From an optimization exercise on the open Yosys and OpenROAD flow, aimed at small area, a short achievable clock period and few clock cycles; shortcuts taken in it are not production practice.
Function was checked by simulation only, so behaviour that the tests miss may differ from the original.
Power and IR drop assume default switching activity.

==> flow/run.sh <==
#!/bin/bash
# The standard layout (the standard.sh: ORFS synthesis through finish), with two knobs
# changed: ports are buffered with buf_4 instead of the cell buffer_ports picks by default, and
# repair_timing aims for a setup slack of 10.6 ns at the design's 15 ns clock.
# Each run's full output goes to flow_make.log in the work folder.
set -euo pipefail
bash standard.sh SETUP_SLACK_MARGIN=10.6 "BUFFER_PORTS_ARGS=-buffer_cell sky130_fd_sc_hd__buf_4" finish > flow_make.log 2>&1
==> constraint.sdc <==
create_clock -name core_clock -period 15.0 [get_ports {clk}]
set_input_delay 3.0000 -clock core_clock [delete_from_list [all_inputs] [get_ports {clk}]]
set_output_delay 3.0000 -clock core_clock [all_outputs]
set_load 0.01 [all_outputs]
==> config.mk <==
export PLATFORM = sky130hd
export DESIGN_NAME = gap_fc_top
export DESIGN_NICKNAME = gap_fc_top
export VERILOG_FILES = /design/flow/design.v
export SDC_FILE = /design/flow/constraint.sdc
export NUM_CORES = 4
export LEC_CHECK = 0
export CAP_MARGIN = 50
export CORE_MARGIN = 2
export CORE_UTILIZATION = 40
export SLEW_MARGIN = 70
==> design.v <==
    function automatic logic [7:0] shift_clamp(input logic [47:0] p, input logic [4:0] s);
        logic [38:0] a0;
        logic [22:0] a1;
        logic [14:0] a2;
        logic [10:0] a3;
        logic [8:0]  a4;
        logic [7:0]  a5;
        logic [39:0] d;
        logic [39:0] mask;
        logic        sat;
        a0 = p[38:0];
        a1 = s[4] ? a0[38:16] : a0[22:0];
        a2 = s[3] ? a1[22:8]  : a1[14:0];
        a3 = s[2] ? a2[14:4]  : a2[10:0];
        a4 = s[1] ? a3[10:2]  : a3[8:0];
        a5 = s[0] ? a4[8:1]   : a4[7:0];
        d    = p[46:7] ^ {40{p[47]}};
        mask = {40{1'b1}} << s;
        sat  = |(d & mask);
        shift_clamp = sat ? {p[47], {7{!p[47]}}} : a5;
    endfunction
`timescale 1ns/1ps
module param_regs (
    input  logic               clk,
    input  logic               rst_n,
    input  logic               param_wr_en,
    input  logic [1:0]         param_wr_sel,
    input  logic [7:0]         param_wr_addr,
    input  logic [31:0]        param_wr_data,
    input  logic [1:0]         w_o,
    input  logic [2:0]         w_c,
    output logic signed [7:0]  w_byte,
    input  logic [1:0]         f_o,
    output logic [31:0]        f_bias,
    output logic [15:0]        f_m,
    input  logic [1:0]         r_o,
    output logic [4:0]         f_s,
    output logic               f_v,
    output logic [15:0]        g_m,
    output logic [4:0]         g_s,
    output logic               g_v
);
    logic [7:0]  w_mem [0:31];
    logic [31:0] b_mem [0:3];
    logic [15:0] m_mem [0:3];
    logic [4:0]  s_mem [0:3];
    logic [15:0] gm_q;
    logic [4:0]  gs_q;
    logic [7:0]  wv;
    logic [3:0]  bv;
    logic [3:0]  rv;
    logic        gv;
    logic w_ok, o_ok;
    assign w_ok = param_wr_addr < 8'd8;
    assign o_ok = param_wr_addr < 8'd4;
    always_ff @(posedge clk) begin
        if (param_wr_en) begin
            case (param_wr_sel)
                2'd0: if (w_ok) for (int l = 0; l < 4; l++) w_mem[{param_wr_addr[2:0], 2'(l)}] <= param_wr_data[8*l +: 8];
                2'd1: if (o_ok) begin
                    m_mem[param_wr_addr[1:0]] <= param_wr_data[15:0];
                    s_mem[param_wr_addr[1:0]] <= param_wr_data[20:16];
                end
                2'd2: if (o_ok) b_mem[param_wr_addr[1:0]] <= param_wr_data;
                default: begin
                    gm_q <= param_wr_data[15:0];
                    gs_q <= param_wr_data[20:16];
                end
            endcase
        end
    end
    always_ff @(posedge clk or negedge rst_n) begin
        if (!rst_n) begin
            wv <= '0;
            bv <= '0;
            rv <= '0;
            gv <= 1'b0;
        end else if (param_wr_en) begin
            case (param_wr_sel)
                2'd0: if (w_ok) wv[param_wr_addr[2:0]] <= 1'b1;
                2'd1: if (o_ok) rv[param_wr_addr[1:0]] <= 1'b1;
                2'd2: if (o_ok) bv[param_wr_addr[1:0]] <= 1'b1;
                default: gv <= 1'b1;
            endcase
        end
    end
    assign w_byte = wv[{w_o, w_c[2]}] ? w_mem[{w_o, w_c}] : 8'd0;
    assign f_bias = bv[f_o] ? b_mem[f_o] : 32'd0;
    assign f_m    = m_mem[f_o];
    assign f_s    = s_mem[r_o];
    assign f_v    = rv[r_o];
    assign g_m    = gm_q;
    assign g_s    = gs_q;
    assign g_v    = gv;
endmodule
`timescale 1ns/1ps
module gap_pool (
    input  logic              clk,
    input  logic              rst_n,
    input  logic              start,
    input  logic [15:0]       pix_count,
    input  logic [15:0]       fm_base,
    output logic              busy,
    output logic              fm_rd_en,
    output logic [15:0]       fm_rd_addr,
    input  logic signed [7:0] fm_rd_data,
    output logic              h_valid,
    output logic [23:0]       h_data,
    input  logic              h_take
);
    logic        rd_active;
    logic        rd_en;
    logic        busy_q;
    logic [15:0] addr;
    logic [15:0] pix_q;
    logic        pix1_q;
    logic [15:0] cnt;
    logic        last_q;
    logic        lastimg_q;
    logic        first_q;
    logic [2:0]  ch;
    logic [1:0]  occ;
    logic accept, issue_cont, ch_end, img_end, want_start, credit_ok, start_ok;
    logic [15:0] n_cnt;
    logic        n_last;
    logic [2:0]  n_ch;
    logic n_active, n_rd_en, n_lastimg;
    assign busy       = busy_q;
    assign accept     = start && !busy;
    assign issue_cont = rd_en && !last_q;
    assign ch_end     = rd_en && last_q;
    assign img_end    = rd_en && lastimg_q;
    assign want_start = (ch_end && !lastimg_q) || (img_end && accept) ||
                        (rd_active && !rd_en) || (!rd_active && accept);
    assign credit_ok  = (occ != 2'd2) || h_take;
    assign start_ok   = want_start && credit_ok;
    assign fm_rd_en   = rd_en;
    assign fm_rd_addr = addr;
    always_comb begin
        n_cnt  = cnt;
        n_last = last_q;
        n_ch   = ch;
        if (accept) begin
            n_cnt  = pix_count;
            n_last = pix_count == 16'd1;
            n_ch   = 3'd0;
        end else if (rd_en) begin
            if (last_q) begin
                n_cnt  = pix_q;
                n_last = pix1_q;
                n_ch   = ch + 3'd1;
            end else begin
                n_cnt  = cnt - 16'd1;
                n_last = cnt == 16'd2;
            end
        end
    end
    always_ff @(posedge clk) begin
        if (accept) begin
            pix_q  <= pix_count;
            pix1_q <= pix_count == 16'd1;
            addr   <= fm_base;
        end else if (rd_en) begin
            addr <= addr + 16'd1;
        end
        cnt       <= n_cnt;
        last_q    <= n_last;
        ch        <= n_ch;
        lastimg_q <= n_lastimg;
    end
    assign n_lastimg = n_last && (n_ch == 3'd7);
    assign n_active  = rd_active ? !(img_end && !accept) : accept;
    assign n_rd_en   = issue_cont || start_ok;
    always_ff @(posedge clk or negedge rst_n) begin
        if (!rst_n) begin
            rd_active <= 1'b0;
            rd_en     <= 1'b0;
            busy_q    <= 1'b0;
            first_q   <= 1'b0;
            occ       <= 2'd0;
        end else begin
            rd_active <= n_active;
            rd_en     <= n_rd_en;
            busy_q    <= n_active && !(n_rd_en && n_lastimg);
            first_q   <= start_ok;
            occ       <= occ + {1'b0, start_ok} - {1'b0, h_take};
        end
    end
    logic        p1_v, p1_f, p1_l;
    logic        p2_v, p2_f, p2_l;
    logic [7:0]  din;
    logic [23:0] sum;
    logic [23:0] add;
    logic        sfull;
    logic        fin, h_free;
    assign add    = (p2_f ? 24'd0 : sum) + {{16{din[7]}}, din};
    assign fin    = p2_v && p2_l;
    assign h_free = !h_valid || h_take;
    always_ff @(posedge clk) begin
        din <= fm_rd_data;
        p1_f <= first_q;
        p1_l <= last_q;
        p2_f <= p1_f;
        p2_l <= p1_l;
        if (p2_v) sum <= add;
        if (fin && h_free) h_data <= add;
        else if (sfull && h_free) h_data <= sum;
    end
    always_ff @(posedge clk or negedge rst_n) begin
        if (!rst_n) begin
            p1_v    <= 1'b0;
            p2_v    <= 1'b0;
            sfull   <= 1'b0;
            h_valid <= 1'b0;
        end else begin
            p1_v <= rd_en;
            p2_v <= p1_v;
            if ((fin || sfull) && h_free) begin
                h_valid <= 1'b1;
                sfull   <= 1'b0;
            end else begin
                if (h_take) h_valid <= 1'b0;
                if (fin) sfull <= 1'b1;
            end
        end
    end
endmodule
`timescale 1ns/1ps
module fc_layer (
    input  logic               clk,
    input  logic               rst_n,
    input  logic               h_valid,
    input  logic [23:0]        h_data,
    output logic               h_take,
    output logic [1:0]         w_o,
    output logic [2:0]         w_c,
    input  logic signed [7:0]  w_byte,
    output logic [1:0]         f_o,
    input  logic [31:0]        f_bias,
    input  logic [15:0]        f_m,
    output logic [1:0]         r_o,
    input  logic [4:0]         f_s,
    input  logic               f_v,
    input  logic [15:0]        g_m,
    input  logic [4:0]         g_s,
    input  logic               g_v,
    output logic               res_valid,
    output logic [1:0]         res_idx,
    output logic signed [7:0]  res_data,
    output logic               done
);
    function automatic logic [7:0] shift_clamp(input logic [47:0] p, input logic [4:0] s);
        logic [38:0] a0;
        logic [22:0] a1;
        logic [14:0] a2;
        logic [10:0] a3;
        logic [8:0]  a4;
        logic [7:0]  a5;
        logic [39:0] d;
        logic [39:0] mask;
        logic        sat;
        a0 = p[38:0];
        a1 = s[4] ? a0[38:16] : a0[22:0];
        a2 = s[3] ? a1[22:8]  : a1[14:0];
        a3 = s[2] ? a2[14:4]  : a2[10:0];
        a4 = s[1] ? a3[10:2]  : a3[8:0];
        a5 = s[0] ? a4[8:1]   : a4[7:0];
        d    = p[46:7] ^ {40{p[47]}};
        mask = {40{1'b1}} << s;
        sat  = |(d & mask);
        shift_clamp = sat ? {p[47], {7{!p[47]}}} : a5;
    endfunction
    logic [3:0]  gcnt;         
    logic [1:0]  fcnt;         
    logic        e_busy;
    logic [1:0]  e_step;
    logic        can_load, ld_gap, ld_fc, load;
    logic        ld_pre, ld_g;
    logic        pre;          
    logic        fc_ok;
    logic        xsum_ok;      
    logic        a_v, a_first, a_last;
    assign can_load = !e_busy || (e_step == 2'd3);
    assign ld_gap   = can_load && !gcnt[3] && h_valid;
    assign fc_ok    = xsum_ok;
    assign ld_fc    = can_load && gcnt[3] && fc_ok;
    assign ld_pre   = can_load && gcnt[3] && !fc_ok && !pre && h_valid;
    assign ld_g     = ld_gap || ld_pre;
    assign load     = ld_g || ld_fc;
    assign h_take   = ld_g;
    assign f_o      = fcnt;
    always_ff @(posedge clk or negedge rst_n) begin
        if (!rst_n) begin
            gcnt   <= '0;
            fcnt   <= '0;
            pre    <= 1'b0;
            e_busy <= 1'b0;
            e_step <= '0;
        end else begin
            if (load) begin
                e_busy <= 1'b1;
                e_step <= 2'd0;
            end else if (e_busy) begin
                e_step <= e_step + 2'd1;
                if (e_step == 2'd3) e_busy <= 1'b0;
            end
            if (ld_gap) gcnt <= gcnt + 4'd1;
            if (ld_pre) pre <= 1'b1;
            if (ld_fc) begin
                fcnt <= fcnt + 2'd1;
                if (fcnt == 2'd3) begin
                    gcnt <= {3'd0, pre};
                    pre  <= 1'b0;
                end
            end
        end
    end
    function automatic logic [2:0] bdec(input logic [2:0] m);
        case (m)
            3'b001, 3'b010: bdec = 3'b001;
            3'b011:         bdec = 3'b010;
            3'b100:         bdec = 3'b110;
            3'b101, 3'b110: bdec = 3'b101;
            default:        bdec = 3'b000;
        endcase
    endfunction
    logic [31:0] x;
    logic [16:0] mr;
    logic [5:0]  ctl;          
    logic [31:0] r;
    logic [15:0] l;
    logic        e_gap;
    logic        e_pre;
    logic [1:0]  e_o;
    logic [15:0] m_new;
    logic signed [18:0] s_sel;
    logic [32:0] mag0, mag1;
    logic [35:0] pp0, pp1;
    logic [35:0] t;
    logic [35:0] rin;
    logic [35:0] cs_s, cs_c;
    logic [36:0] t_ci;
    logic        e_first;
    logic [31:0] xsum_q;
    assign m_new = ld_g ? g_m : f_m;
    assign mag0  = ({33{ctl[0]}} & {x[31], x}) | ({33{ctl[1]}} & {x, 1'b0});
    assign mag1  = ({33{ctl[3]}} & {x[31], x}) | ({33{ctl[4]}} & {x, 1'b0});
    assign pp0   = {{3{mag0[32]}}, mag0} ^ {36{ctl[2]}};
    assign pp1   = ({{1{mag1[32]}}, mag1, 2'b00} ^ {{34{ctl[5]}}, 2'b00}) | {34'd0, ctl[5], ctl[5]};
    assign rin   = e_first ? 36'd0 : {{4{r[31]}}, r};
    assign cs_s  = rin ^ pp0 ^ pp1;
    assign cs_c  = {(rin[34:0] & pp0[34:0]) | (rin[34:0] & pp1[34:0]) | (pp0[34:0] & pp1[34:0]), ctl[5]};
    assign t_ci  = {cs_s, 1'b1} + {cs_c, ctl[2]};
    assign t     = t_ci[36:1];
    always_ff @(posedge clk) begin
        if (load) begin
            x     <= ld_g ? {{8{h_data[23]}}, h_data} : xsum_q;
            mr    <= {m_new, 1'b0};
            ctl   <= {bdec(m_new[3:1]), bdec({m_new[1:0], 1'b0})};
            e_gap <= ld_g;
            e_pre <= ld_pre;
            e_o   <= fcnt;
        end else begin
            mr  <= {4'd0, mr[16:4]};
            ctl <= {bdec(mr[8:6]), bdec(mr[6:4])};
        end
        r <= t[35:4];
        l <= {t[3:0], l[15:4]};
        xsum_q <= f_bias + {{13{s_sel[18]}}, s_sel};
    end
    always_ff @(posedge clk or negedge rst_n) begin
        if (!rst_n) e_first <= 1'b0;
        else        e_first <= load;
    end
    logic        w_v;
    logic        w_gap;
    logic        w_pre;
    logic        pv_hold;      
    logic [1:0]  w_oo;
    logic [4:0]  w_s;
    logic        w_ok;
    logic [7:0]  y;
    assign r_o  = w_oo;
    assign w_s  = w_gap ? g_s : f_s;
    assign w_ok = w_gap ? g_v : f_v;
    assign y    = w_ok ? shift_clamp({r, l}, w_s) : 8'd0;
    always_ff @(posedge clk) begin
        if (e_busy && e_step == 2'd3) begin
            w_gap <= e_gap;
            w_pre <= e_pre;
            w_oo  <= e_o;
        end
    end
    always_ff @(posedge clk or negedge rst_n) begin
        if (!rst_n) w_v <= 1'b0;
        else        w_v <= e_busy && (e_step == 2'd3);
    end
    logic signed [7:0]  pooled;
    logic signed [7:0]  w_q;
    logic [18:0] ps_q, pc_q;
    logic [18:0] bp [0:3];
    logic [18:0] nb;
    logic [18:0] c1s, c1c, c2s, c2c, c3s, c3c;
    logic [18:0] a_s, a_x, a_y;
    logic [18:0] acc_in;
    always_comb begin
        logic [2:0] d;
        logic [8:0] m;
        for (int k = 0; k < 4; k++) begin
            d = (k == 0) ? {w_q[1:0], 1'b0} : w_q[2*k+1 -: 3];
            case (d)
                3'b001, 3'b010, 3'b101, 3'b110: m = {pooled[7], pooled};
                3'b011, 3'b100:                 m = {pooled, 1'b0};
                default:                        m = 9'd0;
            endcase
            if (d[2] && !(d[1] && d[0])) m = ~m;
            bp[k] = {{10{m[8]}}, m} << (2 * k);
            nb[2*k]   = d[2] && !(d[1] && d[0]);
            nb[2*k+1] = 1'b0;
        end
        nb[18:8] = '0;
        c1s = bp[0] ^ bp[1] ^ bp[2];
        c1c = {(bp[0][17:0] & bp[1][17:0]) | (bp[0][17:0] & bp[2][17:0]) | (bp[1][17:0] & bp[2][17:0]), 1'b0};
        c2s = c1s ^ c1c ^ bp[3];
        c2c = {(c1s[17:0] & c1c[17:0]) | (c1s[17:0] & bp[3][17:0]) | (c1c[17:0] & bp[3][17:0]), 1'b0};
        c3s = c2s ^ c2c ^ nb;
        c3c = {(c2s[17:0] & c2c[17:0]) | (c2s[17:0] & nb[17:0]) | (c2c[17:0] & nb[17:0]), 1'b0};
    end
    logic [18:0] q [0:3];
    logic [1:0]  ph;
    logic [1:0]  sidx;         
    logic [3:0]  fin;          
    logic [2:0]  m_c;
    logic        f_busy;
    logic [1:0]  f_n;
    logic        f_go;
    logic        p_v, p_first, p_last;
    assign a_s    = (a_v && a_first) ? 19'd0 : q[0];
    assign a_x    = a_s ^ ps_q ^ pc_q;
    assign a_y    = {(a_s[17:0] & ps_q[17:0]) | (a_s[17:0] & pc_q[17:0]) | (ps_q[17:0] & pc_q[17:0]), 1'b0};
    assign acc_in = a_x + a_y;
    logic [1:0]  f_cnt;
    logic        f_start;
    assign f_start = (w_v && w_gap && !(w_pre && pre)) || (pv_hold && !pre);
    assign f_go    = f_start || f_busy;
    assign f_cnt  = f_busy ? f_n : 2'd0;
    assign w_o    = ph + 2'd2;
    assign w_c    = m_c;
    assign s_sel  = q[sidx];
    always_ff @(posedge clk) begin
        if (w_v && w_gap) pooled <= y;
        w_q     <= w_byte;
        p_first <= m_c == 3'd0;
        p_last  <= m_c == 3'd7;
        ps_q    <= p_v ? c3s : 19'd0;
        pc_q    <= p_v ? c3c : 19'd0;
        a_first <= p_first;
        a_last  <= p_last;
        q[0]    <= q[1];
        q[1]    <= q[2];
        q[2]    <= q[3];
        q[3]    <= acc_in;
    end
    always_ff @(posedge clk or negedge rst_n) begin
        if (!rst_n) begin
            ph      <= '0;
            sidx    <= '0;
            fin     <= '0;
            xsum_ok <= 1'b0;
            f_busy  <= 1'b0;
            pv_hold <= 1'b0;
            f_n     <= '0;
            m_c     <= '0;
            p_v     <= 1'b0;
            a_v     <= 1'b0;
        end else begin
            ph      <= ph + 2'd1;
            sidx    <= sidx - 2'd1 + {1'b0, ld_fc};
            xsum_ok <= fin[fcnt] && !ld_fc;
            if (a_v && a_last) fin[ph] <= 1'b1;
            if (ld_fc && fcnt == 2'd3) fin <= '0;
            f_busy  <= f_go && (f_cnt != 2'd3);
            if (w_v && w_gap && w_pre && pre) pv_hold <= 1'b1;
            else if (!pre)                    pv_hold <= 1'b0;
            f_n     <= f_cnt + 2'd1;
            if (f_go && f_cnt == 2'd3) m_c <= m_c + 3'd1;
            p_v <= f_go;
            a_v <= p_v;
        end
    end
    always_ff @(posedge clk) begin
        res_idx  <= w_oo;
        res_data <= y;
    end
    always_ff @(posedge clk or negedge rst_n) begin
        if (!rst_n) begin
            res_valid <= 1'b0;
            done      <= 1'b0;
        end else begin
            res_valid <= w_v && !w_gap;
            done      <= w_v && !w_gap && (w_oo == 2'd3);
        end
    end
endmodule
`timescale 1ns/1ps
module gap_fc_top (
    input  logic              clk,
    input  logic              rst_n,
    input  logic              start,
    input  logic [15:0]       pix_count,
    input  logic [15:0]       fm_base,
    output logic              busy,
    output logic              done,
    output logic              fm_rd_en,
    output logic [15:0]       fm_rd_addr,
    input  logic signed [7:0] fm_rd_data,
    input  logic              param_wr_en,
    input  logic [1:0]        param_wr_sel,
    input  logic [7:0]        param_wr_addr,
    input  logic [31:0]       param_wr_data,
    output logic              res_valid,
    output logic [1:0]        res_idx,
    output logic signed [7:0] res_data
);
    logic               h_valid;
    logic [23:0]        h_data;
    logic               h_take;
    logic [1:0]         w_o;
    logic [2:0]         w_c;
    logic signed [7:0]  w_byte;
    logic [1:0]         f_o;
    logic [31:0]        f_bias;
    logic [15:0]        f_m;
    logic [1:0]         r_o;
    logic [4:0]         f_s;
    logic               f_v;
    logic [15:0]        g_m;
    logic [4:0]         g_s;
    logic               g_v;
    param_regs u_params (
        .clk(clk), .rst_n(rst_n),
        .param_wr_en(param_wr_en), .param_wr_sel(param_wr_sel),
        .param_wr_addr(param_wr_addr), .param_wr_data(param_wr_data),
        .w_o(w_o), .w_c(w_c), .w_byte(w_byte),
        .f_o(f_o), .f_bias(f_bias), .f_m(f_m), .r_o(r_o), .f_s(f_s), .f_v(f_v),
        .g_m(g_m), .g_s(g_s), .g_v(g_v)
    );
    gap_pool u_pool (
        .clk(clk), .rst_n(rst_n),
        .start(start), .pix_count(pix_count), .fm_base(fm_base), .busy(busy),
        .fm_rd_en(fm_rd_en), .fm_rd_addr(fm_rd_addr), .fm_rd_data(fm_rd_data),
        .h_valid(h_valid), .h_data(h_data), .h_take(h_take)
    );
    fc_layer u_fc (
        .clk(clk), .rst_n(rst_n),
        .h_valid(h_valid), .h_data(h_data), .h_take(h_take),
        .w_o(w_o), .w_c(w_c), .w_byte(w_byte),
        .f_o(f_o), .f_bias(f_bias), .f_m(f_m), .r_o(r_o), .f_s(f_s), .f_v(f_v),
        .g_m(g_m), .g_s(g_s), .g_v(g_v),
        .res_valid(res_valid), .res_idx(res_idx), .res_data(res_data), .done(done)
    );
endmodule
==> standard.sh <==
#!/bin/bash
# synth_recipe.tcl (not shown) runs the flow's synth.tcl, then flattens the netlist and writes it again
# the make line also repeats each setting of config.mk as NAME=value (left out here)
make -C /OpenROAD-flow-scripts/flow DESIGN_CONFIG=/design/flow/config.mk WORK_HOME=/design/flow/orfs CLKGATE_MAP_FILE= SYNTH_SCRIPT=/design/flow/synth_recipe.tcl "${@:-finish}"
==> results of run 1 <==
[how the worst max path moves through the flow]
stage                      from               endpoint  slack, ns  cells after the start
6_report       param_wr_addr[6]  u_params.w_mem[28][5]      10.64                      9
5_1_grt            u_fc.fcnt[0]        u_fc.xsum_q[31]      10.57                     15
4_1_cts            u_fc.fcnt[0]        u_fc.xsum_q[31]      10.52                     15
3_5_place_dp   param_wr_addr[6]  u_params.w_mem[20][5]       9.58                     10
3_3_place_gp   param_wr_addr[6]   u_params.w_mem[4][4]       9.39                      8
2_1_floorplan  param_wr_addr[6]   u_params.w_mem[0][0]       9.82                      6
[stage by stage]
stage                     instance area, sq um  setup WS [ns]
after floorplan                          44400           9.82
after global placement                   46700           9.39
after detailed placement                 47800           9.58
after CTS                                51100          10.52
after global routing                     51600          10.57
final                                    51600          10.64
[routing by layer]
| layer | vias up | GRT usage, % | wire, um |
|---|---|---|---|
| met5 | - | 0 | 0 |
| met1 | 13400 | 25.3 | 46300 |
| met3 | 155 | 2.79 | 5330 |
| met4 | 0 | 5.27 | 2860 |
| li1 | 12700 | - | - |
| met2 | 611 | 30.2 | 49000 |
[cells in the mapped netlist (all sizes together), types with 6 or more instances]
cell type / n / area, sq um
edfxtp: 634 / 19000
nand2: 326 / 1220
dfxtp: 246 / 4920
inv: 168 / 631
mux4: 164 / 3690
ha: 159 / 1990
a21oi: 153 / 766
nor2: 148 / 556
o21ai: 123 / 616
xnor2: 118 / 1030
xor2: 108 / 946
clkbuf: 101 / 379
nor2b: 85 / 532
fa: 73 / 1460
a22oi: 70 / 526
and2: 61 / 382
dfrtp: 59 / 1480
nand2b: 50 / 320
a21o: 48 / 360
nand3: 48 / 240
buf: 40 / 174
mux2i: 34 / 353
nor3: 32 / 160
a31oi: 30 / 188
and3: 25 / 156
a211oi: 22 / 165
mux2: 22 / 248
o21a: 16 / 120
or2: 16 / 100
or3: 15 / 98.8
o31ai: 12 / 90.1
nand4: 10 / 62.6
o21bai: 10 / 75.1
o22ai: 10 / 62.6
o211ai: 9 / 67.6
nor4: 8 / 50.1
a21boi: 7 / 52.6
a22o: 7 / 61.3
o221ai: 7 / 61.3
a311oi: 6 / 52.6
nor3b: 6 / 45.0
o311ai: 6 / 60.1
o41ai: 6 / 60.1
[cells by family after synthesis]
family / synth area share, %
buffers and inverters: 2.70
adders and majority gates: 7.85
muxes: 9.71
AOI/OAI and AO/OA: 8.43
xor gates and xnor gates: 4.48
DFF: 57.5
and+or+nand+nor: 9.28
[state kept, by name, indices dropped and copies added (netlist names), 24 cells and up, named ones only]
name	cells
u_fc.q	76
u_pool.sum	24
u_fc.x	32
u_params.b_mem	128
u_params.m_mem	64
u_params.w_mem	256
u_pool.h_data	24
u_fc.r	32
u_fc.xsum_q	32
[layout make-up]
type                            instances  area (sq um)
Multi-Input combinational cell       2109         18100
Clock inverter                         51           520
Fill cell                            9737         57700
Sequential cell                       939         25500
Tap cell                             1476          1850
Clock buffer                          134          2670
Antenna cell                            2          5.00
Timing Repair Buffer                  242          2270
Inverter                              171           673
[timing repair]
action | in CTS | in global routing
setup endpoints to repair | 116 | 209
hold buffers | 0 | 0
buffers inserted | 10 | 33
pin swaps | 5 | 14
resized for setup | 23 | 30
cloned | 0 | 1
[critical path, cell delays in order]
cell and delay [ns]:
buf_4 0.12, nor4_4 0.25, nand3b_1 0.19, or3_4 0.45, inv_6 0.10, nand2_4 0.10, nor2_4 0.19, buf_4 0.15
buf_4 0.19
[where the power goes]
part	internal, uW	total [uW]	switching [uW]
Combinational	1840	4110	2270
Sequential	3220	3540	317
Clock	1330	2370	1040
Total	6400	10000	3620
==> results_dict.tcl, run 1 <==
set metrics [dict create \
    status "finished clean" \
    pin_count 116 \
    period_minus_slack_ns 4.36 \
    synthArstFlopShare_pct 6.28 \
    ys_seq_area_share_pct 57.5 \
    cts_root_buffer "clkbuf_16" \
    syn_to_final_growth_pct 16.8 \
    critical_path.max_fanout 10 \
    critPathLaunchType "input pin" \
    hold_depth 0 \
    die_h_um 336 \
    min-delay-start "u_fc.q[1][13]" \
    vias 26900 \
    final_common_cell "edfxtp_1" \
    r2r_end "u_fc.r[28]" \
    port-buffer-count 115 \
    synth_edf_count 634 \
    antenna_left 0 \
    antenna_found_initial 7 \
    final_hold_viol_count 0 \
    fin_crit_sh_pct 29.1 \
    htreeDepth 3 \
    syn_nets 3678 \
    grt-ovfl-total 0 \
    fin_nets 3880 \
    arrival_ns 4.75 \
    dp.final_hpwl_um 71400 \
    grt_setup_unrepaired "yes" \
    vias_per_cell 5.25 \
    ir_drop_mv 0.149 \
    finalMaxSlewViolations 0 \
    cts_buffers 99 \
    core_area_sq_um 109000 \
    worst_r2r_path_depth 15 \
    power.density_nw_per_um2 194 \
    crit_required_ns 15.39 \
    worst_slew_pin_slew_ns 0.428 \
    setup_viol 0 \
    final_cells 5124 \
    yosysWarnings 5 \
    clock.fmax_mhz 229 \
    min_path_type "reg2reg" \
    ys.flop_type "edfxtp_1" \
    first_iter_violations 2123 \
    hold_slack_ns 0.306 \
    utilization_pct 47.2 \
    synth_cell_type_count 83 \
    crit_path_end_kind "flip-flop" \
    initial_core_util_pct 40.4 \
    relSlewSlack_pct 71.4 \
    clock_latency_ns 0.69 \
    layout-drive-gt1-share_pct 19.3 \
    syn_area_sq_um 44200 \
    finalSetupTns_ns 0 \
    regToRegSetupSlack_ns 10.85 \
    holdPathEnd "u_fc.q[0][13]" \
    placed_cells 4891 \
    final_cell_mix "edfxtp_1, nand2_1, dfxtp_1" \
    rows 121 \
    cts.sinks 939 \
    firstDrtPassIters 6 \
    power_uw 10000 \
    grt_pass1_vias 26500 \
    die-area_sq_um 113000 \
    r2r_start "u_fc.ctl[0]" \
    drc 0 \
    clkTransAtPathRegs_ns 0.06 \
    syn-instance-count 3360 \
    grt_usage_pct 18.4 \
    clk_path_buf_depth 3 \
    grt_pass1_wl_um 159000 \
    ys_ff_latch 939 \
    syn_area_per_cell_sq_um 13.2 \
    grt_max_degree 81 \
    drv_cap 0 \
    cts_tree "yes" \
    wl_um 103000 \
    place_congestion 0.833 \
    crit_type "in2reg" \
    wire_per_inst_um 20.2 \
    die_x_um 336 \
    power_leakage_uw 0.0196 \
    skew_ns 0.0534 \
]
Testbench counts, summed over its fixed seeds: cycles 25,268.
==> run 2: changes to the inputs <==
--- a/config.mk
+++ b/config.mk
@@ -8,4 +8,6 @@
 export CAP_MARGIN = 50
 export CORE_MARGIN = 2
 export CORE_UTILIZATION = 40
+export CTS_CLUSTER_DIAMETER = 150
+export CTS_CLUSTER_SIZE = 30
 export SLEW_MARGIN = 70
==> results_dict.tcl, run 2 <==
set metrics [dict create \
    syn-instance-count 3360 \
    p_clk_share_pct 14.8 \
    antenna_left 0 \
    syn_area_per_cell_sq_um 13.2 \
    power.density_nw_per_um2 181 \
    clk_path_buf_depth 3 \
    p_int_uw 5560 \
    syn_to_final_growth_pct 12.1 \
    ir_drop_mv 0.119 \
    firstDrtPassIters 5 \
    synth_edf_count 634 \
    clock_latency_ns 0.68 \
    critPathLaunchType "input pin" \
    dp.final_hpwl_um 71400 \
    port-buffer-count 115 \
    initial_core_util_pct 40.4 \
    min_path_type "reg2reg" \
    grt_usage_pct 18.1 \
    cts.sinks 939 \
    crit_required_ns 15.37 \
    fin_nets 3809 \
    period_minus_slack_ns 4.39 \
    final_hold_viol_count 0 \
    rows 121 \
    arrival_ns 4.76 \
    die-area_sq_um 113000 \
    wl_um 102000 \
    cts_tree "yes" \
    first_iter_violations 2290 \
    cts_buffers 38 \
    grt-ovfl-total 0 \
    power_switching_uw 3400 \
    clkTransAtPathRegs_ns 0.11 \
    skew_ns 0.0576 \
    place_area_sq_um 47800 \
    switching_share_pct 37.9 \
    worstPathCellList "buf_4, nor4_4, nand3b_1, or3_4, inv_6, nand2_4, nor3_4, buf_4" \
    vias 26500 \
    htreeDepth 2 \
    crit_top_cell "buf_4" \
    crit_path_end_kind "flip-flop" \
    finalMaxSlewViolations 0 \
    synthArstFlopShare_pct 6.28 \
    grt_pass1_vias 25900 \
    stdcell_area_sq_um 49500 \
    cp_slowest_cell "or3_4" \
    status "finished clean" \
    power_leakage_uw 0.0186 \
    ys_ff_latch 939 \
    layout-drive-gt1-share_pct 17.0 \
    synth_commonest_cells "edfxtp_1, nand2_1, dfxtp_1" \
    seq_power_share_pct 39.5 \
    synth_area_leader_cell "edfxtp_1" \
    slowest_delay_ns 0.45 \
    final_common_cell "edfxtp_1" \
    ys.flop_type "edfxtp_1" \
    finalSetupTns_ns 0 \
    place_congestion 0.833 \
    drv_cap 0 \
    syn_nets 3678 \
    grt_pass1_wl_um 156000 \
    antenna_found_initial 7 \
    cts_root_buffer "clkbuf_16" \
    cts_hold_buf 0 \
    combPwrFrac_pct 45.8 \
    syn_area_sq_um 44200 \
    ys_seq_area_share_pct 57.5 \
    hold_slack_ns 0.321 \
    drc 0 \
    relSlewSlack_pct 69.2 \
    yosysMostFrequentCell "edfxtp_1" \
    use_met2_pct 30.0 \
    worst_slew_pin_slew_ns 0.461 \
    synth_top_cells_by_area "edfxtp_1, dfxtp_1, mux4_2" \
    crit_type "in2reg" \
    largest_reg_flops 256 \
    yosysTopAreaCellShare_pct 43.1 \
    die_x_um 336 \
    pin_count 116 \
    wire_per_inst_um 20.4 \
    clock.fmax_mhz 228 \
    final_cell_mix "edfxtp_1, nand2_1, dfxtp_1" \
    top_usage_layer "met2" \
    setup_viol 0 \
    critical_path.max_fanout 20 \
    grt_setup_unrepaired "yes" \
    die_h_um 336 \
    use_met1_pct 25.0 \
    grt_max_degree 81 \
    synth_cell_type_count 83 \
    vias_per_cell 5.30 \
    yosysWarnings 5 \
    core_area_sq_um 109000 \
    use_met3_pct 2.37 \
    fin_crit_sh_pct 29.3 \
]
[run 2: cell counts after synthesis]
No cell type changed its count.
[run 2: power by group through the flow]
| stage | registers [uW] | clock network, uW | logic [uW] |
|---|---|---|---|
| 2_1_floorplan | 3460 | 0 | 3090 |
| 3_3_place_gp | 3640 | 0 | 3850 |
| 3_5_place_dp | 3600 | 0 | 4030 |
| 4_1_cts | 3540 | 1370 | 4070 |
| 5_1_grt | 3580 | 1450 | 4600 |
| 6_report | 3540 | 1320 | 4100 |
[run 2: worst paths after layout]
kind,cells after the start,start,end,slack (ns)
min in group asynchronous,1,rst_n,u_pool.occ[0],2.20
max reg2reg,15,u_fc.fcnt[1],u_fc.xsum_q[31],10.79
max,8,param_wr_addr[6],u_params.w_mem[5][4],10.61
min reg2reg,0,u_fc.q[2][16],u_fc.q[1][16],0.32
min,0,u_fc.q[2][16],u_fc.q[1][16],0.32
max in group asynchronous,4,rst_n,u_params.rv[0],11.98
[run 2: kinds of logic (layout without fill, tap and decap cells)]
| kind of cell | after synthesis | after routing | synth area share (%) |
|---|---|---|---|
| DFF | 939 | 939 | 57.5 |
| adders and majority gates | 234 | 234 | 7.85 |
| muxes | 220 | 220 | 9.71 |
| other | 0 | 2 | 0 |
| xor gates and xnor gates | 226 | 226 | 4.48 |
| AOI/OAI and AO/OA | 578 | 578 | 8.43 |
| and+or+nand+nor | 851 | 851 | 9.28 |
| buffers and inverters | 312 | 473 | 2.70 |
[run 2: timing repair]
item                       in CTS  in global routing
buffers inserted               14                 18
pin swaps                       7                 10
gates resized for setup        24                 26
setup endpoints to repair     117                210
cloned                          0                  1
[run 2: cell type report]
type	count	area [sq um]
well taps	1476	1850
fillers	9925	59800
repair buffers	232	2210
multi-input cells	2109	18100
clock inverters	6	139
inverters	171	673
flip-flops and latches	939	25500
clock buffers	64	1050
diodes	2	5.00
[run 2: worst max-delay path: cells and delay by family]
kind	cells	cell delay (ns)
simple gates	5	1.21
buf+inv	3	0.54
[run 2: layer usage]
metal	wire length, um	part of all wire, %	vias to the layer above
met5	0	0	-
met4	2490	2.4	0
met3	5380	5.3	99
met2	48700	48	551
met1	45300	44	13300
li1	-	-	12500
[run 2: through the flow]
step | worst slack (ns) | cells | total power, uW | utilization [%]
finish | 10.61 | 4999 | 8960 | 45.3
global route | 10.55 | 4997 | 9630 | 45.3
CTS | 10.52 | 4975 | 8970 | 45.0
detailed placement | 9.58 | 4891 | 7630 | 43.7
global placement | 9.39 | 4834 | 7490 | 42.7
floorplan | 9.82 | 3360 | 6550 | -
==> run 3: changes to the inputs <==
--- a/config.mk
+++ b/config.mk
@@ -7,7 +7,8 @@
 export LEC_CHECK = 0
 export CAP_MARGIN = 50
 export CORE_MARGIN = 2
-export CORE_UTILIZATION = 40
-export CTS_CLUSTER_DIAMETER = 150
+export CORE_UTILIZATION = 60
+export CTS_CLUSTER_DIAMETER = 100
 export CTS_CLUSTER_SIZE = 30
+export PLACE_DENSITY = 0.72
 export SLEW_MARGIN = 70
==> results_dict.tcl, run 3 <==
set metrics [dict create \
    arrival_ns 4.70 \
    crit_type "in2reg" \
    port-buffer-count 115 \
    ys_ff_latch 939 \
    dp.final_hpwl_um 71500 \
    yosysWarnings 5 \
    largest_reg_flops 256 \
    status "finished clean" \
    critical_path.max_fanout 17 \
    synth_edf_count 634 \
    wl_um 101000 \
    ys.flop_type "edfxtp_1" \
    cts_root_buffer "clkbuf_16" \
    finalSetupTns_ns 0 \
    first_iter_violations 2212 \
    firstDrtPassIters 5 \
    grt_usage_pct 26.9 \
    syn_area_sq_um 44200 \
    finalMaxSlewViolations 0 \
    vias_per_cell 6.07 \
    die_h_um 275 \
    fin_nets 3787 \
    place_congestion 0.905 \
    skew_ns 0.0302 \
    syn-instance-count 3360 \
    cts_tree "yes" \
    grt_setup_unrepaired "yes" \
    synthArstFlopShare_pct 6.28 \
    core_area_sq_um 73000 \
    syn_nets 3678 \
    clock_latency_ns 0.63 \
    syn_to_final_growth_pct 10.1 \
    vias 27100 \
    initial_core_util_pct 60.6 \
    synth_area_leader_cell "edfxtp_1" \
    setup_viol 0 \
    yosysTopAreaCellShare_pct 43.1 \
    clkTransAtPathRegs_ns 0.12 \
    final_common_cell "edfxtp_1" \
    pin_count 116 \
    power.density_nw_per_um2 185 \
    wire_per_inst_um 22.7 \
    final_cell_mix "edfxtp_1, nand2_1, dfxtp_1" \
    min-delay-start "u_pool.p1_f" \
    dp_slack_ns 9.74 \
    yosysMostFrequentCell "edfxtp_1" \
    cts_buffers 39 \
    nFillCells 5100 \
    worst_slew_pin_slew_ns 0.433 \
    synth_top_cells_by_area "edfxtp_1, dfxtp_1, mux4_2" \
    setup_slack_ns 10.62 \
    final_hold_viol_count 0 \
    power_leakage_uw 0.0185 \
    cts.sinks 939 \
    ir_drop_mv 0.255 \
    die-area_sq_um 75900 \
    drv_cap 0 \
    clock.fmax_mhz 228 \
    drc 0 \
    critPathLaunchType "input pin" \
    clk_path_buf_depth 3 \
    regToRegSetupSlack_ns 10.83 \
    fin_crit_sh_pct 29.2 \
    min_path_type "reg2reg" \
    relSlewSlack_pct 71.2 \
    crit_required_ns 15.33 \
    grt_pass1_wl_um 156000 \
    synth_cell_type_count 83 \
    layout-drive-gt1-share_pct 16.5 \
    r2r_start "u_fc.ctl[0]" \
    antenna_left 0 \
    syn_area_per_cell_sq_um 13.2 \
    synth_commonest_cells "edfxtp_1, nand2_1, dfxtp_1" \
    rows 99 \
    grt_pass1_vias 26700 \
    htreeDepth 2 \
    period_minus_slack_ns 4.38 \
    ys_seq_area_share_pct 57.5 \
    crit_path_end_kind "flip-flop" \
    die_x_um 275 \
    grt-ovfl-total 0 \
    antenna_found_initial 3 \
    startpoint "param_wr_addr[6]" \
    grt_max_degree 81 \
]
run 3: report_power, final:
part / internal [uW] / switching, uW / leakage (uW)
Clock: 532 / 798 / 0.000590
Sequential: 3220 / 338 / 0.00856
Combinational: 1830 / 2270 / 0.00933
Total: 5580 / 3410 / 0.0185
run 3: cell families (layout without fill, tap and decap cells):
family,after synthesis,count (layout),synth area share (%)
flip-flops,939,939,57.5
AND/OR/NAND/NOR,851,851,9.28
AO/OA/AOI/OAI,578,578,8.43
buffers and inverters,312,452,2.70
adder cells (fa/ha/maj),234,234,7.85
XOR/XNOR,226,226,4.48
multiplexers,220,220,9.71
other,0,1,0
run 3: per-layer routing:
layer  up-vias  wire [um]  part of all wire (%)  GRT usage [%]
met2       856      50600                    50           45.5
met4         2       2460                   2.4           6.91
li1      12500          -                     -              -
met3       133       5150                   5.1           2.93
met5         -         13                 0.013              0
met1     13600      43200                    43           37.7
run 3: final timing paths:
kind,to,depth (start not counted)
worst min register to register,u_pool.p2_f,0
max in group asynchronous,u_fc.e_first,3
worst max-delay path,u_params.b_mem[1][2],9
worst max register to register,u_fc.r[28],15
worst min-delay path,u_pool.p2_f,0
min in group asynchronous,u_fc.m_c[1],1
run 3: what timing repair did:
item,4_1_cts,5_1_grt
hold buffers,0,0
setup buffers,6,9
endpoints found under the hold margin,0,0
gates resized for setup,3,13
pin swaps,4,3
setup endpoints to repair,118,114
run 3: cell type report:
type	instances	area, sq um	share of cell area, %
Antenna cell	1	2.50	0.00514
Clock buffer	61	1080	2.22
Clock inverter	11	143	0.293
Inverter	171	666	1.37
Multi-Input combinational cell	2109	18100	37.2
Sequential cell	939	25500	52.4
Tap cell	959	1200	2.46
Timing Repair Buffer	209	1990	4.09
run 3: stage by stage:
step	instance area, sq um	hold WS [ns]	std cells	power, uW	utilization, %
finish	48700	0.332	4460	8990	66.7
global route	48700	0.325	4459	9610	66.7
CTS	48400	0.325	4445	8940	66.4
detailed placement	47100	0.315	4367	7620	64.6
global placement	46000	0.312	4313	7400	63.1
floorplan	44400	0.310	3360	6550	-
run 3: worst max-delay path: stages:
cell      delay [ns]
buf_4           0.12
nor4_4          0.25
nand3b_1        0.14
buf_4           0.16
nor4b_2         0.27
buf_2           0.22
and2_4          0.19
buf_16          0.17
buf_16          0.17
==> run 4: changes to the inputs <==
--- a/config.mk
+++ b/config.mk
@@ -7,8 +7,7 @@
 export LEC_CHECK = 0
 export CAP_MARGIN = 50
 export CORE_MARGIN = 2
-export CORE_UTILIZATION = 60
+export CORE_UTILIZATION = 40
 export CTS_CLUSTER_DIAMETER = 100
-export CTS_CLUSTER_SIZE = 30
-export PLACE_DENSITY = 0.72
+export CTS_CLUSTER_SIZE = 26
 export SLEW_MARGIN = 70
==> results_dict.tcl, run 4 <==
set metrics [dict create \
    status "finished clean" \
    layout-drive-gt1-share_pct 17.6 \
    power_leakage_uw 0.0188 \
    regArea_sq_um 25500 \
    clkTransAtPathRegs_ns 0.10 \
    final_hold_viol_count 0 \
    antenna_found_initial 8 \
    ir_drop_mv 0.119 \
    worstPathCellList "buf_4, nor4_4, nand3b_1, or3_4, inv_6, nand2_4, nor3_4, buf_6, buf_4" \
    slowest_delay_ns 0.45 \
    ys.flop_type "edfxtp_1" \
    place_congestion 0.833 \
    clk_path_buf_depth 3 \
    yosysWarnings 5 \
    fin_nets 3828 \
    wl_um 102000 \
    min_path_type "reg2reg" \
    dp_slack_ns 9.58 \
    wire_per_inst_um 20.3 \
    clock.fmax_mhz 228 \
    die_h_um 336 \
    firstDrtPassIters 5 \
    fin_crit_sh_pct 29.2 \
    synth_area_leader_cell "edfxtp_1" \
    vias 26600 \
    utilization_pct 45.7 \
    crit_path_end_kind "flip-flop" \
    final_cell_mix "edfxtp_1, nand2_1, dfxtp_1" \
    drv_cap 0 \
    cts_tree "yes" \
    antenna_left 0 \
    final_common_cell "edfxtp_1" \
    crit_type "in2reg" \
    grt_pass1_wl_um 157000 \
    yosysMostFrequentCell "edfxtp_1" \
    cts_root_buffer "clkbuf_16" \
    grt_setup_unrepaired "yes" \
    critPathLaunchType "input pin" \
    synth_top_cells_by_area "edfxtp_1, dfxtp_1, mux4_2" \
    ys_ff_latch 939 \
    first_iter_violations 2224 \
    arrival_ns 4.81 \
    critical_path.max_fanout 7 \
    relSlewSlack_pct 71.7 \
    drc 0 \
    pin_count 116 \
    syn_nets 3678 \
    grt_usage_pct 18.1 \
    synth_commonest_cells "edfxtp_1, nand2_1, dfxtp_1" \
    syn_area_per_cell_sq_um 13.2 \
    htreeDepth 2 \
    ys_seq_area_share_pct 57.5 \
    vias_per_cell 5.30 \
    finalMaxSlewViolations 0 \
    core_area_sq_um 109000 \
    grt-ovfl-total 0 \
    regToRegSetupSlack_ns 10.71 \
    syn_to_final_growth_pct 12.9 \
    grt_pass1_vias 26000 \
    setup_slack_ns 10.62 \
    finalSetupTns_ns 0 \
    cts.sinks 939 \
    grt_max_degree 81 \
    rows 121 \
    die_x_um 336 \
    synthArstFlopShare_pct 6.28 \
    largest_reg_flops 256 \
    cts_buffers 46 \
    worst_slew_pin_slew_ns 0.413 \
    yosysTopAreaCellShare_pct 43.1 \
    nFillCells 9894 \
    setup_viol 0 \
    initial_core_util_pct 40.4 \
    period_minus_slack_ns 4.38 \
    die-area_sq_um 113000 \
    syn_area_sq_um 44200 \
    power.density_nw_per_um2 183 \
    dp.final_hpwl_um 71400 \
    cp_slowest_cell "or3_4" \
    crit_top_cell "buf_4" \
    synth_cell_type_count 83 \
    port-buffer-count 115 \
    multi_input_area_sq_um 18100 \
    skew_ns 0.0705 \
    synth_edf_count 634 \
    clock_latency_ns 0.70 \
    crit_required_ns 15.43 \
    syn-instance-count 3360 \
]
-- run 4: report_power, final --
| part | internal, uW | switching (uW) | total, uW |
|---|---|---|---|
| clock network | 630 | 869 | 1500 |
| registers | 3220 | 313 | 3530 |
| logic | 1840 | 2280 | 4110 |
-- run 4: stage by stage --
step           hold slack (ns)  instances  cell area [sq um]  power (uW)
4_1_cts                  0.306       4985              49400        9160
5_1_grt                  0.321       5023              49900        9820
2_1_floorplan            0.310       3360              44400        6550
6_report                 0.308       5027              49900        9140
3_5_place_dp             0.313       4891              47800        7630
3_3_place_gp             0.312       4834              46700        7490
-- run 4: critical path, delay by kind of cell --
| family | cells | cell delay (ns) |
|---|---|---|
| and+or+nand+nor | 5 | 1.23 |
| buffers and inverters | 4 | 0.57 |
-- run 4: path summary, 6_finish.rpt --
kind	start	endpoint	cells past startpoint
worst min-delay path	u_fc.q[2][16]	u_fc.q[1][16]	0
max in group asynchronous	rst_n	u_fc.a_v	4
min in group asynchronous	rst_n	u_pool.busy_q	1
worst min register to register	u_fc.q[2][16]	u_fc.q[1][16]	0
worst max-delay path	param_wr_addr[6]	u_params.w_mem[6][0]	9
worst max register to register	u_fc.fcnt[1]	u_fc.xsum_q[31]	15
-- run 4: kinds of logic (layout without fill, tap and decap cells) --
group                    count (synthesis)  after routing  share of synthesized area (%)
XOR/XNOR                               226            226                           4.48
AND/OR/NAND/NOR                        851            851                           9.28
multiplexers                           220            220                           9.71
flip-flops                             939            939                           57.5
other                                    0              4                              0
AO/OA/AOI/OAI                          578            578                           8.43
buffers and inverters                  312            499                           2.70
adder cells (fa/ha/maj)                234            234                           7.85
-- run 4: area by class of cell --
| type | count | share of cell area (%) |
|---|---|---|
| flip-flops and latches | 939 | 51.1 |
| well taps | 1476 | 3.70 |
| multi-input cells | 2109 | 36.3 |
| clock buffers | 71 | 2.58 |
| repair buffers | 243 | 4.51 |
| clock inverters | 14 | 0.471 |
| diodes | 4 | 0.0201 |
| inverters | 171 | 1.35 |
-- run 4: timing repair --
item	CTS	global route
cloned	0	1
hold endpoints to repair	0	0
buffers inserted	9	35
pin swaps	3	12
setup endpoints to repair	112	144
hold buffers	0	0
gates resized for setup	17	25
-- run 4: routing by layer --
metal,global-route usage [%],wire [um],part of all wire (%),vias to the layer above
li1,-,-,-,12600
met1,25.0,45700,45,13400
met2,30.2,48800,48,546
met3,2.80,5210,5.1,113
met4,4.14,2490,2.4,0
met5,0,0,0,-
==> run 5: changes to the inputs <==
--- a/config.mk
+++ b/config.mk
@@ -8,6 +8,6 @@
 export CAP_MARGIN = 50
 export CORE_MARGIN = 2
 export CORE_UTILIZATION = 40
-export CTS_CLUSTER_DIAMETER = 100
-export CTS_CLUSTER_SIZE = 26
+export CTS_CLUSTER_DIAMETER = 120
+export CTS_CLUSTER_SIZE = 22
 export SLEW_MARGIN = 70
==> results_dict.tcl, run 5 <==
set metrics [dict create \
    syn-instance-count 3360 \
    clkTransAtPathRegs_ns 0.09 \
    use_met3_pct 2.57 \
    worstPathCellList "buf_6" \
    fin_nets 3830 \
    syn_area_per_cell_sq_um 13.2 \
    die_h_um 336 \
    synth_cell_type_count 83 \
    grt_pass1_vias 26000 \
    use_met1_pct 25.3 \
    path_buf_inv 1 \
    relSlewSlack_pct 71.3 \
    cp_slowest_cell "edfxtp_1" \
    setup_viol 0 \
    final_cell_mix "edfxtp_1, nand2_1, dfxtp_1" \
    final_common_cell "edfxtp_1" \
    grt-ovfl-total 0 \
    crit_required_ns 12.00 \
    ys_seq_area_share_pct 57.5 \
    clk_path_buf_depth 3 \
    power.density_nw_per_um2 183 \
    synthArstFlopShare_pct 6.28 \
    vias_per_cell 5.29 \
    placed_cells 4891 \
    ys_ff_latch 939 \
    slowest_delay_ns 0.51 \
    final_cells 5032 \
    initial_core_util_pct 40.4 \
    layout-drive-gt1-share_pct 17.4 \
    htreeDepth 2 \
    pin_count 116 \
    period_minus_slack_ns 4.39 \
    yosysMostFrequentCell "edfxtp_1" \
    syn_to_final_growth_pct 13.0 \
    clock.fmax_mhz 228 \
    cts_buffers 50 \
    crit_family "flip-flops" \
    dp.final_hpwl_um 71400 \
    drc 0 \
    crit_type "reg2out" \
    ys.flop_type "edfxtp_1" \
    clock_latency_ns 0.71 \
    antenna_left 0 \
    synth_top_cells_by_area "edfxtp_1, dfxtp_1, mux4_2" \
    die_x_um 336 \
    cts.sinks 939 \
    place_congestion 0.833 \
    grt_usage_pct 18.1 \
    synth_fa_ha_area_share_pct 7.85 \
    synth-compound-area-share_pct 8.43 \
    use_met2_pct 30.1 \
    top_usage_layer "met2" \
    rows 121 \
    skew_ns 0.0670 \
    core_area_sq_um 109000 \
    cts_tree "yes" \
    cts_hold_buf 0 \
    status "finished clean" \
    yosysTopAreaCellShare_pct 43.1 \
    yosysWarnings 5 \
    die-area_sq_um 113000 \
    synth_xor_area_share_pct 4.48 \
    antenna_found_initial 9 \
    synth_commonest_cells "edfxtp_1, nand2_1, dfxtp_1" \
    arrival_ns 1.39 \
    port-buffer-count 115 \
    worst_slew_pin_slew_ns 0.427 \
    first_iter_violations 2121 \
    syn_area_sq_um 44200 \
    ir_drop_mv 0.119 \
    synth_simple_gate_area_share_pct 9.28 \
    grt_max_degree 81 \
    drv_cap 0 \
    wl_um 102000 \
    critPathLaunchType "flip-flop" \
    grt_pass1_wl_um 157000 \
    synthMuxAreaShare_pct 9.71 \
    wire_per_inst_um 20.3 \
    synth_top_family_by_area "multiplexers" \
    power_leakage_uw 0.0188 \
    firstDrtPassIters 8 \
    grt_setup_unrepaired "yes" \
    min_path_type "reg2reg" \
    final_hold_viol_count 0 \
    fin_crit_sh_pct 29.2 \
    finalMaxSlewViolations 0 \
    cts_root_buffer "clkbuf_16" \
    vias 26600 \
    synth_area_leader_cell "edfxtp_1" \
    largest_reg_flops 256 \
    syn_nets 3678 \
    crit_path_end_kind "output pin" \
    critical_path.max_fanout 2 \
    synth_edf_count 634 \
    finalSetupTns_ns 0 \
]
==> run 5: path summary, 6_finish.rpt <==
path / to / slack, ns / depth (start not counted) / start
max: fm_rd_addr[0] / 10.61 / 1 / u_pool.addr[0]
min: u_fc.q[1][16] / 0.30 / 0 / u_fc.q[2][16]
max reg2reg: u_fc.xsum_q[31] / 10.73 / 15 / u_fc.fcnt[0]
min reg2reg: u_fc.q[1][16] / 0.30 / 0 / u_fc.q[2][16]
max in group asynchronous: u_fc.p_v / 12.02 / 4 / rst_n
min in group asynchronous: u_pool.busy_q / 2.16 / 1 / rst_n
==> run 5: logic make-up (layout without fill, tap and decap cells) <==
| group | after synthesis | after routing |
|---|---|---|
| XOR/XNOR | 226 | 226 |
| buffers and inverters | 312 | 505 |
| AO/OA/AOI/OAI | 578 | 578 |
| multiplexers | 220 | 220 |
| adder cells (fa/ha/maj) | 234 | 234 |
| other | 0 | 3 |
| AND/OR/NAND/NOR | 851 | 851 |
| flip-flops | 939 | 939 |
==> run 5: power breakdown <==
part           internal (uW)  switching, uW  total, uW
Clock                    649            859       1510
Sequential              3220            310       3530
Combinational           1840           2280       4120
Total                   5710           3450       9160
==> run 5: per-layer routing <==
layer	routed length [um]	part of all wire (%)
met1	45800	45
met2	48800	48
met5	0	0
met3	5490	5.4
met4	2300	2.2
==> run 5: what timing repair did <==
item,CTS,global route
resized for setup,23,26
setup buffers,15,27
cloned,0,1
endpoints found under the setup margin,114,184
pin swaps,6,10
==> run 5: cell type report <==
cell class / instances / area [sq um]
flip-flops and latches: 939 / 25500
well taps: 1476 / 1850
clock buffers: 85 / 1380
clock inverters: 8 / 144
diodes: 3 / 7.51
fillers: 9872 / 59400
repair buffers: 241 / 2270
inverters: 171 / 673
multi-input cells: 2109 / 18100
==> run 5: per-stage QoR <==
step	hold WS (ns)	setup slack (ns)	power [uW]	utilization (%)	area [sq um]
2_1_floorplan	0.310	9.82	6550	-	44400
3_3_place_gp	0.312	9.39	7490	42.7	46700
3_5_place_dp	0.313	9.58	7630	43.7	47800
4_1_cts	0.307	10.54	9170	45.3	49500
5_1_grt	0.322	10.48	9840	45.7	49900
6_report	0.304	10.61	9160	45.7	49900
==> run 6: changes to the inputs <==
==> flow/run.sh (replaced) <==
#!/bin/bash
# The standard layout (the standard.sh: ORFS synthesis through finish), with two knobs
# changed: ports are buffered with buf_4 instead of the cell buffer_ports picks by default, and
# repair_timing aims for a setup slack of 10.75 ns at the design's 15 ns clock.
# Each run's full output goes to flow_make.log in the work folder.
set -euo pipefail
bash standard.sh SETUP_SLACK_MARGIN=10.75 "BUFFER_PORTS_ARGS=-buffer_cell sky130_fd_sc_hd__buf_4" finish > flow_make.log 2>&1
--- a/config.mk
+++ b/config.mk
@@ -8,6 +8,4 @@
 export CAP_MARGIN = 50
 export CORE_MARGIN = 2
 export CORE_UTILIZATION = 40
-export CTS_CLUSTER_DIAMETER = 120
-export CTS_CLUSTER_SIZE = 22
 export SLEW_MARGIN = 70
==> results_dict.tcl, run 6 <==
set metrics [dict create \
    status "finished clean" \
    power.density_nw_per_um2 193 \
    synth_simple_gate_area_share_pct 9.28 \
    final_common_cell "edfxtp_1" \
    synth_top_family_by_area "multiplexers" \
    yosysTopAreaCellShare_pct 43.1 \
    final_cell_mix "edfxtp_1, nand2_1, dfxtp_1" \
    setup_viol 0 \
    clk_path_buf_depth 3 \
    skew_ns 0.0617 \
    p_clk_share_pct 23.6 \
    largest_reg_flops 256 \
    min_path_type "reg2reg" \
    seq_power_share_pct 34.8 \
    die_x_um 336 \
    final_hold_viol_count 0 \
    syn_area_per_cell_sq_um 13.2 \
    cts_tree "yes" \
    crit_path_end_kind "output pin" \
    dp.final_hpwl_um 70600 \
    synth_edf_count 634 \
    die-area_sq_um 113000 \
    drv_cap 0 \
    htreeDepth 3 \
    cp.depth 1 \
    syn_to_final_growth_pct 18.4 \
    core_area_sq_um 109000 \
    pin_count 116 \
    firstDrtPassIters 5 \
    antenna_left 0 \
    clock.fmax_mhz 231 \
    cts_buffers 98 \
    grt_pass1_wl_um 160000 \
    p_int_uw 6450 \
    worst_r2r_path_depth 15 \
    ys_ff_latch 939 \
    power_leakage_uw 0.0200 \
    place_area_sq_um 47800 \
    grt_setup_unrepaired "yes" \
    synth_cell_type_count 83 \
    place_congestion 0.829 \
    finalMaxSlewViolations 0 \
    slowest_delay_ns 0.48 \
    fin_nets 3916 \
    wire_per_inst_um 20.4 \
    synthArstFlopShare_pct 6.28 \
    critical_path.max_fanout 2 \
    syn_area_sq_um 44200 \
    ys.flop_type "edfxtp_1" \
    clock_latency_ns 0.70 \
    cts.sinks 939 \
    vias 27200 \
    drc 0 \
    cts_root_buffer "clkbuf_16" \
    synth_xor_area_share_pct 4.48 \
    combPwrFrac_pct 41.6 \
    synthMuxAreaShare_pct 9.71 \
    clkTransAtPathRegs_ns 0.06 \
    yosysMostFrequentCell "edfxtp_1" \
    synth_top_cells_by_area "edfxtp_1, dfxtp_1, mux4_2" \
    port-buffer-count 115 \
    synth_commonest_cells "edfxtp_1, nand2_1, dfxtp_1" \
    syn_nets 3678 \
    hold_depth 0 \
    stdcell_area_sq_um 52300 \
    crit_family "flip-flops" \
    vias_per_cell 5.27 \
    diodes 0 \
    grt_usage_pct 18.4 \
    worstPathCellList "buf_6" \
    path_buf_inv 1 \
    critPathLaunchType "flip-flop" \
    period_minus_slack_ns 4.33 \
    power_uw 10100 \
    hold_slack_ns 0.327 \
    regToRegSetupSlack_ns 10.89 \
    power_switching_uw 3630 \
    rows 121 \
    wl_um 105000 \
    layout-drive-gt1-share_pct 20.1 \
    fin_crit_sh_pct 28.9 \
    crit_type "reg2out" \
    antenna_found_initial 4 \
    grt-ovfl-total 0 \
    synth_fa_ha_area_share_pct 7.85 \
    arrival_ns 1.33 \
    switching_share_pct 36.0 \
    worst_slew_pin_slew_ns 0.488 \
    grt_max_degree 81 \
    initial_core_util_pct 40.4 \
    yosysWarnings 5 \
    synth_area_leader_cell "edfxtp_1" \
    die_h_um 336 \
    syn-instance-count 3360 \
    synth-compound-area-share_pct 8.43 \
    grt_pass1_vias 26900 \
    relSlewSlack_pct 67.2 \
    crit_required_ns 12.00 \
    utilization_pct 47.9 \
    ir_drop_mv 0.180 \
    cp_slowest_cell "edfxtp_1" \
    ys_seq_area_share_pct 57.5 \
    first_iter_violations 2217 \
    finalSetupTns_ns 0 \
]
## run 6: logic make-up (layout without fill, tap and decap cells)
kind of cell / after synthesis / after routing
DFF: 939 / 939
and+or+nand+nor: 851 / 855
AOI/OAI and AO/OA: 578 / 578
buffers and inverters: 312 / 627
adders and majority gates: 234 / 234
xor gates and xnor gates: 226 / 226
muxes: 220 / 220
## run 6: worst paths after layout
path,startpoint,end
worst max-delay path,u_pool.addr[0],fm_rd_addr[0]
worst max register to register,u_fc.fcnt[0],u_fc.xsum_q[31]
worst min-delay path,u_fc.p_last,u_fc.a_last
max in group asynchronous,rst_n,u_fc.p_v
worst min register to register,u_fc.p_last,u_fc.a_last
min in group asynchronous,rst_n,u_pool.h_valid
## run 6: layout make-up
class	instances	area (sq um)
fill	9639	57000
sequential	939	25500
multi-input combinational	2113	18200
timing repair buffer	275	2950
clock buffer	127	2650
tap	1476	1850
inverter	171	668
clock inverter	54	524
## run 6: stage by stage
stage	std cells	setup WS (ns)
floorplan	3360	9.82
CTS	5119	10.63
detailed placement	4888	9.57
global route	5155	10.62
global placement	4837	9.45
finish	5155	10.67
## run 6: repair_timing
item                       4_1_cts  5_1_grt
setup buffers                   46       25
hold buffers                     0        0
setup endpoints to repair      267      309
resized for setup               72       27
cloned                           4        8
pin swaps                       10       19
## run 6: power by group through the flow
stage | logic, uW | clock network, uW | registers, uW
CTS | 4120 | 2430 | 3520
floorplan | 3090 | 0 | 3460
detailed placement | 4030 | 0 | 3590
global route | 4710 | 2540 | 3550
global placement | 3880 | 0 | 3620
finish | 4190 | 2380 | 3510
## run 6: layer usage
metal | share of wire [%] | GRT usage, % | vias up
li1 | - | - | 12800
met1 | 45 | 25.8 | 13500
met2 | 48 | 30.2 | 657
met3 | 5.3 | 2.68 | 135
met4 | 2.1 | 4.55 | 0
met5 | 0 | 0 | -

-- what the ideal ports hide --
In the flow no input, the clock included, has a driving cell. The finished layouts below were timed again as built, in two steps.
Step 1 sets driving cells, clkbuf_16 on the clock port and buf_2 on the other inputs (assumed; they add their load-dependent delay and slew).
Step 2, shift: input delay + t, output delay - t, t = (earliest + latest rising clock arrival at the registers) / 2. This alone moves slack from input paths to output paths.
Slacks: ideal ports / drivers / drivers and shift; pairs: ideal ports / drivers.
run | t (ns) | slack for setup (ns) | worst setup path after step 2
run 1 | 0.744 | 10.640 / 10.577 / 9.939 | input to register
run 2 | 0.720 | 10.609 / 10.597 / 9.932 | input to register
run 3 | 0.678 | 10.623 / 10.577 / 9.987 | input to register
run 4 | 0.738 | 10.616 / 10.569 / 9.920 | input to register
run 5 | 0.744 | 10.614 / 10.547 / 9.959 | input to register
run 6 | 0.736 | 10.667 / 10.600 / 9.971 | input to register
After both steps every run listed still meets setup and hold. For run 1, which loses most, drivers alone change the setup slack by -0.063 ns; drivers and shift together by -0.701 ns.
